Background: an optimization exercise with open tools, aiming at small area and a short achievable clock period. Do not read the settings as production practice.
Only simulation tests tie the RTL to the original design; equivalence was not proved.
Power figures rest on the tool's default switching activity, not on a simulated workload.

## run.sh

```bash
#!/bin/bash
# synth_recipe.tcl (not shown) runs the flow's synth.tcl, then flattens the netlist and writes it again
# the make line also repeats each setting of config.mk as NAME=value (left out here)
make -C /OpenROAD-flow-scripts/flow DESIGN_CONFIG=/design/flow/config.mk WORK_HOME=/design/flow/orfs CLKGATE_MAP_FILE= SYNTH_SCRIPT=/design/flow/synth_recipe.tcl finish
```

## config.mk

```make
export PLATFORM = sky130hd
export DESIGN_NAME = memory_mc_top
export DESIGN_NICKNAME = memory_mc_top
export VERILOG_FILES = /design/flow/design.v
export SDC_FILE = /design/flow/constraint.sdc
export NUM_CORES = 4
export LEC_CHECK = 0
export CAP_MARGIN = 20
export CORE_MARGIN = 2
export CORE_UTILIZATION = 40
export SETUP_SLACK_MARGIN = 1.0
export SLEW_MARGIN = 20
```

## constraint.sdc

```tcl
create_clock -name core_clock -period 5.5 [get_ports {clk}]
set_input_delay 1.1000 -clock core_clock [delete_from_list [all_inputs] [get_ports {clk}]]
set_output_delay 1.1000 -clock core_clock [all_outputs]
set_load 0.01 [all_outputs]
```

## design.v

```verilog
module memory_mc #(
  parameter int unsigned WIDTH      = 32,
  parameter int unsigned DEPTH      = 64,
  parameter int unsigned ADDR_WIDTH = 6,
  parameter int unsigned NUM_CH     = 2,
  parameter int unsigned RD_LAT     = 1
) (
  input  logic                         clk,
  input  logic                         res,
  input  logic [NUM_CH-1:0]            ch_valid,
  output logic [NUM_CH-1:0]            ch_ready,
  input  logic [NUM_CH-1:0]            ch_wr_rd,
  input  logic [NUM_CH*ADDR_WIDTH-1:0] ch_addr,
  input  logic [NUM_CH*WIDTH-1:0]      ch_wdata,
  input  logic [NUM_CH*WIDTH/8-1:0]    ch_wstrb,
  output logic [NUM_CH*WIDTH-1:0]      ch_rdata,
  output logic [NUM_CH-1:0]            ch_rvalid,
  output logic [NUM_CH-1:0]            ch_err
);
  localparam int unsigned NumBytes = WIDTH / 8;
  localparam int unsigned ChW      = (NUM_CH > 1) ? $clog2(NUM_CH) : 1;
  localparam int unsigned IdxW     = (DEPTH > 1) ? $clog2(DEPTH) : 1;
  logic [ChW-1:0] ptr_q, ptr_d;
  logic [ChW-1:0] gnt_idx;
  logic           acc;
  always_comb begin
    acc     = 1'b0;
    gnt_idx = '0;
    for (int unsigned k = 0; k < NUM_CH; k++) begin
      if (!acc && ch_valid[ChW'((32'(ptr_q) + k) % NUM_CH)]) begin
        acc     = 1'b1;
        gnt_idx = ChW'((32'(ptr_q) + k) % NUM_CH);
      end
    end
    acc = acc & res;
  end
  always_comb begin
    ch_ready = '0;
    for (int unsigned i = 0; i < NUM_CH; i++) begin
      ch_ready[i] = acc && (gnt_idx == ChW'(i));
    end
  end
  always_comb begin
    ptr_d = ptr_q;
    if (acc) begin
      ptr_d = (gnt_idx == ChW'(NUM_CH - 1)) ? '0 : gnt_idx + ChW'(1);
    end
  end
  logic [ADDR_WIDTH-1:0] sel_addr;
  logic [WIDTH-1:0]      sel_wdata;
  logic [NumBytes-1:0]   sel_wstrb;
  logic                  sel_wr;
  logic                  in_range;
  logic [IdxW-1:0]       mem_idx;
  assign sel_addr  = ch_addr[32'(gnt_idx)*ADDR_WIDTH +: ADDR_WIDTH];
  assign sel_wdata = ch_wdata[32'(gnt_idx)*WIDTH +: WIDTH];
  assign sel_wstrb = ch_wstrb[32'(gnt_idx)*NumBytes +: NumBytes];
  assign sel_wr    = ch_wr_rd[gnt_idx];
  assign in_range  = 32'(sel_addr) < DEPTH;
  assign mem_idx   = sel_addr[IdxW-1:0];
  logic [WIDTH-1:0] mem_q [DEPTH];
  always_ff @(posedge clk) begin
    if (acc && sel_wr && in_range) begin
      for (int unsigned b = 0; b < NumBytes; b++) begin
        if (sel_wstrb[b]) begin
          mem_q[mem_idx][8*b +: 8] <= sel_wdata[8*b +: 8];
        end
      end
    end
  end
  logic             n_vld, n_err;
  logic [WIDTH-1:0] n_data;
  assign n_vld  = acc & ~sel_wr;
  assign n_err  = ~in_range;
  assign n_data = (n_vld && in_range) ? mem_q[mem_idx] : '0;
  logic             l_vld, l_err;
  logic [ChW-1:0]   l_ch;
  logic [WIDTH-1:0] l_data;
  if (RD_LAT > 1) begin : g_stage
    logic             s_vld_q, s_vld_d, s_err_q, s_err_d;
    logic [ChW-1:0]   s_ch_q, s_ch_d;
    logic [WIDTH-1:0] s_data_q, s_data_d;
    always_comb begin
      s_vld_d  = n_vld;
      s_err_d  = n_err;
      s_ch_d   = gnt_idx;
      s_data_d = n_data;
    end
    always_ff @(posedge clk or negedge res) begin
      if (!res) begin
        s_vld_q  <= 1'b0;
        s_err_q  <= 1'b0;
        s_ch_q   <= '0;
        s_data_q <= '0;
      end else begin
        s_vld_q  <= s_vld_d;
        s_err_q  <= s_err_d;
        s_ch_q   <= s_ch_d;
        s_data_q <= s_data_d;
      end
    end
    assign l_vld  = s_vld_q;
    assign l_err  = s_err_q;
    assign l_ch   = s_ch_q;
    assign l_data = s_data_q;
  end else begin : g_no_stage
    assign l_vld  = n_vld;
    assign l_err  = n_err;
    assign l_ch   = gnt_idx;
    assign l_data = n_data;
  end
  logic [NUM_CH-1:0]       rvalid_q, rvalid_d, err_q, err_d;
  logic [NUM_CH*WIDTH-1:0] rdata_q, rdata_d;
  always_comb begin
    rvalid_d = '0;
    err_d    = '0;
    rdata_d  = rdata_q;
    for (int unsigned i = 0; i < NUM_CH; i++) begin
      if (l_vld && (l_ch == ChW'(i))) begin
        rvalid_d[i]                = 1'b1;
        err_d[i]                   = l_err;
        rdata_d[i*WIDTH +: WIDTH]  = l_data;
      end
    end
    if (acc && sel_wr && !in_range) begin
      err_d[gnt_idx] = 1'b1;
    end
  end
  always_ff @(posedge clk or negedge res) begin
    if (!res) begin
      ptr_q    <= '0;
      rvalid_q <= '0;
      err_q    <= '0;
      rdata_q  <= '0;
    end else begin
      ptr_q    <= ptr_d;
      rvalid_q <= rvalid_d;
      err_q    <= err_d;
      rdata_q  <= rdata_d;
    end
  end
  assign ch_rvalid = rvalid_q;
  assign ch_err    = err_q;
  assign ch_rdata  = rdata_q;
endmodule
module memory_mc_top (
  input  logic         clk,
  input  logic         res,
  input  logic [3:0]   ch_valid,
  output logic [3:0]   ch_ready,
  input  logic [3:0]   ch_wr_rd,
  input  logic [27:0]  ch_addr,
  input  logic [127:0] ch_wdata,
  input  logic [15:0]  ch_wstrb,
  output logic [127:0] ch_rdata,
  output logic [3:0]   ch_rvalid,
  output logic [3:0]   ch_err
);
  memory_mc #(
    .WIDTH     (32),
    .DEPTH     (64),
    .ADDR_WIDTH(7),
    .NUM_CH    (4),
    .RD_LAT    (1)
  ) u_mc (
    .clk      (clk),
    .res      (res),
    .ch_valid (ch_valid),
    .ch_ready (ch_ready),
    .ch_wr_rd (ch_wr_rd),
    .ch_addr  (ch_addr),
    .ch_wdata (ch_wdata),
    .ch_wstrb (ch_wstrb),
    .ch_rdata (ch_rdata),
    .ch_rvalid(ch_rvalid),
    .ch_err   (ch_err)
  );
endmodule
```

==> metrics.md <==
| Metric | Value |
|---|---|
| Layout cells sized above 1 | `24.3%` |
| Critical Path Most Common Cell | `buf_4` |
| Syn Nets | `5945` |
| Worst path required time | `6300 ps` |
| Crit. Startpoint | `ch_valid[3]` |
| Fin crit share | `83.3%` |
| Adder-cell area share of the yosys netlist | `0.100%` |
| Clock latency on the worst-skew pair | `880 ps` |
| Tightest Pin Transition | `1060 ps` |
| Distinct cells, synth | `83` |
| Num CTS Buffers | `217` |
| Reg2Reg Launch Point | `u_mc.ptr_q[1]` |
| Post-Layout Cell Count | `9874` |
| Maximum operating frequency | `0.218 GHz` |
| Vias in the first global route | `59100` |
| CP max FO | `12` |
| CTS tree | `done` |
| Area delta synth->final | `25.3%` |
| Core Box Area | `217000 sq um` |
| CTS clk-pin slew, worst paths | `60 ps` |
| Status | `no timing/DRC/antenna violations` |
| Buffers & Inverters on Critical Path | `8` |
| First-pass GRT wire length | `459000 microns` |
| Hold crit path type | `primary input to asynchronous set/reset pin` |
| Final nets | `7011` |
| DR vias/cell | `6.27` |
| Setup TNS | `0 ps` |
| Grt ovf | `0` |
| Crit path capture type | `flip-flop` |
| Clock sink count | `2186` |
| Final number of hold-violating endpoints | `0` |
| Critical Path AT | `5380 ps` |
| Initial core utilization | `40.2%` |
| Register area share after synthesis | `74.4%` |
| Largest net degree at the start of global routing | `137` |
| Die Wd | `471 microns` |
| Final min period | `4580 ps` |
| HPWL Detailed | `216000 microns` |
| Most frequent cells in the layout | `edfxtp_1 (2048), buf_4 (840), nand2_1 (676), clkdlybuf4s50_1 (315), nor3_1 (287)` |
| Worst r2r dst | `u_mc.rdata_q[36]` |
| Setup slack, reg-to-reg | `920 ps` |
| Fraction of registers with async set/reset | `6.31%` |
| Top FF cell, synth | `edfxtp_1` |
| Drt wl/cell | `33.5 microns` |
| Post-Syn Area | `87300 sq um` |
| Max incr delay on CP | `630 ps` |
| Multiplexer share of the synthesized area | `5.24%` |
| CP endpoint | `u_mc.rdata_q[36]` |
| Std-Cell Rows | `171` |
| Most common cell after layout, fill and taps aside | `edfxtp_1` |
| RSZ-0062 raised after global routing | `true` |
| Final setup violation count | `0` |
| Starting DRT DRC Count | `10100` |
| Synth Area in Compound Gates | `9.77%` |
| Final Slew Violations | `0` |
| Via count | `61900` |
| Clk root buf | `clkbuf_16` |
| Post-CTS Hold Fix Bufs | `0` |
| PwrDens | `551 nW/um^2` |
| Die ar. | `222000 sq um` |
| Peak supply drop | `0.000436 V` |
| I/O Buffers | `321` |
| Boundary Pins | `322` |
| Yosys warnings | `1` |
| Post-synth EDFFs | `2048` |
| H-tree levels | `4` |
| Initial antenna violation count | `21` |
| CP Launch Type | `primary input` |
| GRT Total Usage | `29.1%` |
| Layout Skew | `35.3 ps` |
| Layout Utilization | `50.4%` |
| Largest family of logic cells by synthesized area | `compound AO/OA/AOI/OAI gates` |
| CP delay by family, top | `simple AND/OR/NAND/NOR gates` |
| Detail Route Antenna Nets | `0` |
| FF-to-FF path depth | `17` |
| Max-cap violations | `0` |
| Cell count along the critical path | `18` |
| Kind of critical path | `primary input to flip-flop` |
| XOR/XNOR Fraction of Synth Area | `0%` |
| Routed wire length | `331000 microns` |
| Detailed-route DRC error count | `0` |
| Clock buffer depth | `3` |
| Crit path max-delay cell type | `nor4_4` |
| Cell leakage power | `37.6 nW` |
| Slew HR | `29.1%` |
| Placed cells | `9428` |
| Mapped Cells | `5756` |
| Simple-gate share of the synthesized area | `7.93%` |
| RePlAce Congestion | `0.938` |
| Avg Cell Area, Syn | `15.2 sq um` |
| Die Height | `471 microns` |
| CP Cell Sequence | `clkdlybuf4s50_1 -> inv_1 -> o211ai_4 -> buf_4 -> and3_4 -> nor3_4 -> nor2_4 -> buf_12 -> buf_4 -> buf_6 -> buf_16 -> nand2_1 -> a311oi_2 -> nor3_2 -> or4_1 -> nor4_4 -> buf_4 -> mux2_2` |
| Synth Register Bits | `2186` |
| 1st-pass router iterations | `7` |
## stage by stage
stage          total power, mW  cell area [sq um]  hold WS (ps)  setup WS, ps
6_report                  60.3             109000          80.3           919
5_1_grt                   61.4             109000          48.4           956
4_1_cts                   59.5             109000          26.3           944
3_3_place_gp              44.3             102000           467         -1050
2_1_floorplan             31.6              87600           511           854
3_5_place_dp              44.5             102000           474          -757
## power breakdown
| group | leakage [nW] | total, mW | switching, mW | internal [mW] |
|---|---|---|---|---|
| clock | 3.40 | 14.7 | 6.42 | 8.29 |
| combinational | 14.0 | 24.4 | 16.4 | 8.08 |
| sequential | 20.3 | 21.2 | 0.279 | 20.9 |
## final cells by class
class,count,area [sq um]
antenna,8,20.0
inverter,12,47.5
sequential,2186,65000
clock buffer,274,5760
tap,2854,3570
fill,18300,108000
timing repair buffer,1311,12500
multi-input combinational,3094,21300
clock inverter,135,1240
## Yosys cell counts (all sizes together), types with 19 or more instances
| library cell | n | area share [%] |
|---|---|---|
| o211ai | 40 | 0.36 |
| edfxtp | 2048 | 70 |
| o22ai | 236 | 1.7 |
| a32oi | 22 | 0.22 |
| buf | 271 | 1.7 |
| and3 | 143 | 1.0 |
| dfrtp | 138 | 4.0 |
| o221ai | 117 | 1.2 |
| mux2 | 198 | 2.6 |
| a31oi | 186 | 1.3 |
| nand2 | 687 | 3.0 |
| clkbuf | 193 | 0.83 |
| nor4 | 24 | 0.24 |
| nor3 | 297 | 1.7 |
| o21ai | 133 | 0.76 |
| nand3 | 120 | 0.69 |
| nor2 | 177 | 0.78 |
| a2bb2oi | 19 | 0.19 |
| o31ai | 24 | 0.21 |
| a21oi | 111 | 0.64 |
| o22a | 27 | 0.27 |
| mux2i | 106 | 1.2 |
| a211oi | 99 | 0.85 |
| or3 | 19 | 0.14 |
| mux4 | 57 | 1.5 |
## layer usage
| layer | wire length, microns | global-route usage (%) | vias to the layer above |
|---|---|---|---|
| met2 | 146000 | 43.5 | 4706 |
| met4 | 20900 | 15.9 | 10 |
| met3 | 41800 | 6.99 | 815 |
| met1 | 123000 | 39.1 | 31400 |
| met5 | 131 | 0.216 | - |
| li1 | - | - | 25000 |
## cells by family after synthesis
family	count (synthesis)
buf+inv	476
compound gates	1213
simple gates	1513
fa+ha+maj	7
flops	2186
mux	361
## what timing repair did
| action | in CTS | in global routing |
|---|---|---|
| resized for setup | 51 | 39 |
| setup buffers | 11 | 13 |
| setup endpoints to repair | 135 | 65 |
| pin swaps | 9 | 4 |
| gates cloned | 4 | 1 |
## worst reg2reg max path: cells and delay by family, from the launching register on
kind	cells	cell delay, ps
and+or+nand+nor	8	2180
DFF	1	490
AOI/OAI and AO/OA	2	620
muxes	1	150
buffers and inverters	6	1090
## sequential cells by signal, indices dropped and copies added, names as in the netlist
signal / count
u_mc.ptr_q: 2
u_mc.rdata_q: 128
u_mc.mem_q: 2048
u_mc.rvalid_q: 4
u_mc.err_q: 4
## worst min path at each step
| stage | from | to | slack (ps) | cells past startpoint |
|---|---|---|---|---|
| 3_5_place_dp | u_mc.rdata_q[104] | u_mc.rdata_q[104] | 470 | 2 |
| 2_1_floorplan | u_mc.rdata_q[115] | u_mc.rdata_q[115] | 510 | 2 |
| 6_report | res | u_mc.ptr_q[1] | 80 | 1 |
| 5_1_grt | res | u_mc.ptr_q[1] | 50 | 1 |
| 4_1_cts | res | u_mc.ptr_q[1] | 30 | 1 |
| 3_3_place_gp | u_mc.rdata_q[115] | u_mc.rdata_q[115] | 470 | 2 |

port drivers added, routing unchanged:
How much do the figures lean on ideal ports? The routed layout below was timed once more, with nothing changed but the port constraints. Step 1 assumes that a clkbuf_16 drives the clock port and a buf_2 every other input. Step 2 moves the port delays by t, midway between the first and last clock arrival at a register: inputs arrive t later, outputs are due t later. That takes back most of the time a late clock gives input paths. Slacks: no drivers / after step 1 / after step 2; pairs: no drivers / after step 1.
t (ns): 0.957
setup WS [ns]: 0.919 / 0.924 / 0.031
worst hold slack (ns): 0.080 / 0.023 / 0.481
worst data-port slew with drivers (ns): 0.05
After both steps setup and hold are still met in this run. For this run, drivers alone change the setup slack by +0.005 ns; drivers and shift together by -0.888 ns.
